This design comes from an exercise in tuning for small area on the open sky130 flow, not from production work. In this exercise RTL edits were held to simulation tests only and were not proved equivalent to the original. No activity file was given, so power comes from the tool's default toggle rates.

==> flow/design.v (excerpt) <==
module regfile_sb
#(
    parameter int ADDRSIZE = rf_pkg::DEF_ADDRSIZE,
    parameter int WORDSIZE = rf_pkg::DEF_WORDSIZE,
    parameter int NREAD    = 2,
    parameter int ZERO_REG = 1,
    parameter int BYPASS   = 1
) (
    input  logic                        clk,
    input  logic                        rst_n,
    input  logic                        regwr,
    input  logic [ADDRSIZE-1:0]         rd,
    input  logic [WORDSIZE-1:0]         rddata,
    input  logic [NREAD*ADDRSIZE-1:0]   rs,
    output logic [NREAD*WORDSIZE-1:0]   rsdata,
    output logic [NREAD-1:0]            rsbusy,
    input  logic                        issue,
    input  logic [ADDRSIZE-1:0]         issue_rd,
    input  logic                        flush,
    output logic [(1<<ADDRSIZE)-1:0]    busy_vec
);
    localparam int NREGS = 1 << ADDRSIZE;
    logic [NREGS-1:0][WORDSIZE-1:0] regs;
    logic [NREGS-1:0]               written;
    logic [NREGS-1:0]               we;       
    logic [NREGS-1:0]               iss;      
    logic [NREGS-1:0]               rd_ok;    
  ...
For scale: ~2600 cells after synthesis, about 1100 flip-flops, ~160 I/O pins, ~43000 µm² of cells after synthesis.
==> flow/config.mk <==
export PLATFORM = sky130hd
export DESIGN_NAME = regfile_sb
export DESIGN_NICKNAME = regfile_sb
export VERILOG_FILES = /design/flow/design.v
export SDC_FILE = /design/flow/constraint.sdc
export NUM_CORES = 4
export LEC_CHECK = 0
export CAP_MARGIN = 10
export CORE_MARGIN = 2
export CORE_UTILIZATION = 60
export CTS_BUF_LIST = sky130_fd_sc_hd__clkbuf_4 sky130_fd_sc_hd__clkbuf_8
export CTS_CLUSTER_SIZE = 20
export SLEW_MARGIN = 10
export SYNTH_HIERARCHICAL = 1
export SYNTH_MINIMUM_KEEP_SIZE = 0
==> flow/constraint.sdc <==
create_clock -name core_clock -period 8.0 [get_ports {clk}]
set_input_delay 1.6000 -clock core_clock [delete_from_list [all_inputs] [get_ports {clk}]]
set_output_delay 1.6000 -clock core_clock [all_outputs]
set_load 0.01 [all_outputs]
run.sh (not shown) runs the stock make flow with config.mk's settings and CLKGATE_MAP_FILE= SYNTH_SCRIPT=/design/flow/synth_recipe.tcl, a recipe that flattens the netlist after the stock synthesis.
Rerun with:
==> flow/flow/run.sh (new file) <==
#!/bin/bash
# Own layout flow: the standard flow (standard.sh, unchanged synthesis,
# floorplan, power grid and tap cells), with three changes to how the layout
# is made:
#   - port buffers use sky130_fd_sc_hd__buf_1 instead of the delay buffer the
#     resizer picks by default;
#   - clock tree: larger sink clusters with clkbuf_4/clkbuf_8 and no dummy
#     loads (every register still gets its clock through the buffered tree);
# The whole ORFS output goes to standard.log in the work folder; ORFS's own
# per-step logs stay under orfs/logs/.
set -euo pipefail
bash standard.sh \
  'CTS_ARGS=-sink_clustering_enable -repair_clock_nets -dont_use_dummy_load -sink_clustering_size 16 -sink_clustering_max_diameter 60 -buf_list {sky130_fd_sc_hd__clkbuf_4 sky130_fd_sc_hd__clkbuf_8}' \
  'BUFFER_PORTS_ARGS=-buffer_cell sky130_fd_sc_hd__buf_1' \
  finish > standard.log 2>&1
==> flow/standard.sh (new file) <==
#!/bin/bash
# synth_recipe.tcl (not shown) runs the flow's synth.tcl, then flattens the netlist and writes it again
# the make line also repeats each setting of config.mk as NAME=value (left out here)
make -C /OpenROAD-flow-scripts/flow DESIGN_CONFIG=/design/flow/config.mk WORK_HOME=/design/flow/orfs CLKGATE_MAP_FILE= SYNTH_SCRIPT=/design/flow/synth_recipe.tcl "${@:-finish}"
removed: flow/run.sh
- non-clock buffer count rose by 3
- worst setup slack got worse by 0.15 ns
- count of clock-buffer cells in the layout fell by 150
- via count fell by 2.8%
- first-iteration DRC count fell by 2.4%
- critical path depth fell by 3
Rerun with:
==> flow/run.sh (new file) <==
#!/bin/bash
# synth_recipe.tcl (not shown) runs the flow's synth.tcl, then flattens the netlist and writes it again
# the make line also repeats each setting of config.mk as NAME=value (left out here)
make -C /OpenROAD-flow-scripts/flow DESIGN_CONFIG=/design/flow/config.mk WORK_HOME=/design/flow/orfs CLKGATE_MAP_FILE= SYNTH_SCRIPT=/design/flow/synth_recipe.tcl finish
CAP_MARGIN = 20   (was 10)
CORE_UTILIZATION = 30   (was 60)
CTS_BUF_LIST = not set   (was sky130_fd_sc_hd__clkbuf_4 sky130_fd_sc_hd__clkbuf_8)
CTS_CLUSTER_SIZE = not set   (was 20)
SLEW_MARGIN = 20   (was 10)
removed: flow/flow/run.sh
removed: flow/standard.sh
Outcome:
- global-route usage decreases by 24 points
- total power went up by 28%
- worst hold slack is about the same
- cell count rose by 27%

static timing again, ports no longer ideal:
In the flow no input, the clock included, has a driving cell. The finished layouts below were timed again as built, in two steps. Step 1 sets driving cells, clkbuf_16 on the clock port and buf_2 on the other inputs (assumed; they add their load-dependent delay and slew). Step 2, shift: input delay + t, output delay - t, t = (earliest + latest rising clock arrival at the registers) / 2. This alone moves slack from input paths to output paths. Slacks: ideal / step 1 / step 2; pairs: ideal / step 1.
run | shift t [ns] | setup WS [ns] | worst data-port slew with drivers (ns)
the first run | 0.893 | 0.343 / 0.307 / 0.307 | 0.21
the second run | 0.748 | 0.191 / 0.147 / 0.147 | 0.14
the third run | 0.794 | 0.577 / 0.557 / 0.557 | 0.15
After both steps every run listed still meets setup and hold. The setup slack of the second run, which loses most, moves by -0.044 ns with the drivers and by -0.044 ns with both steps.
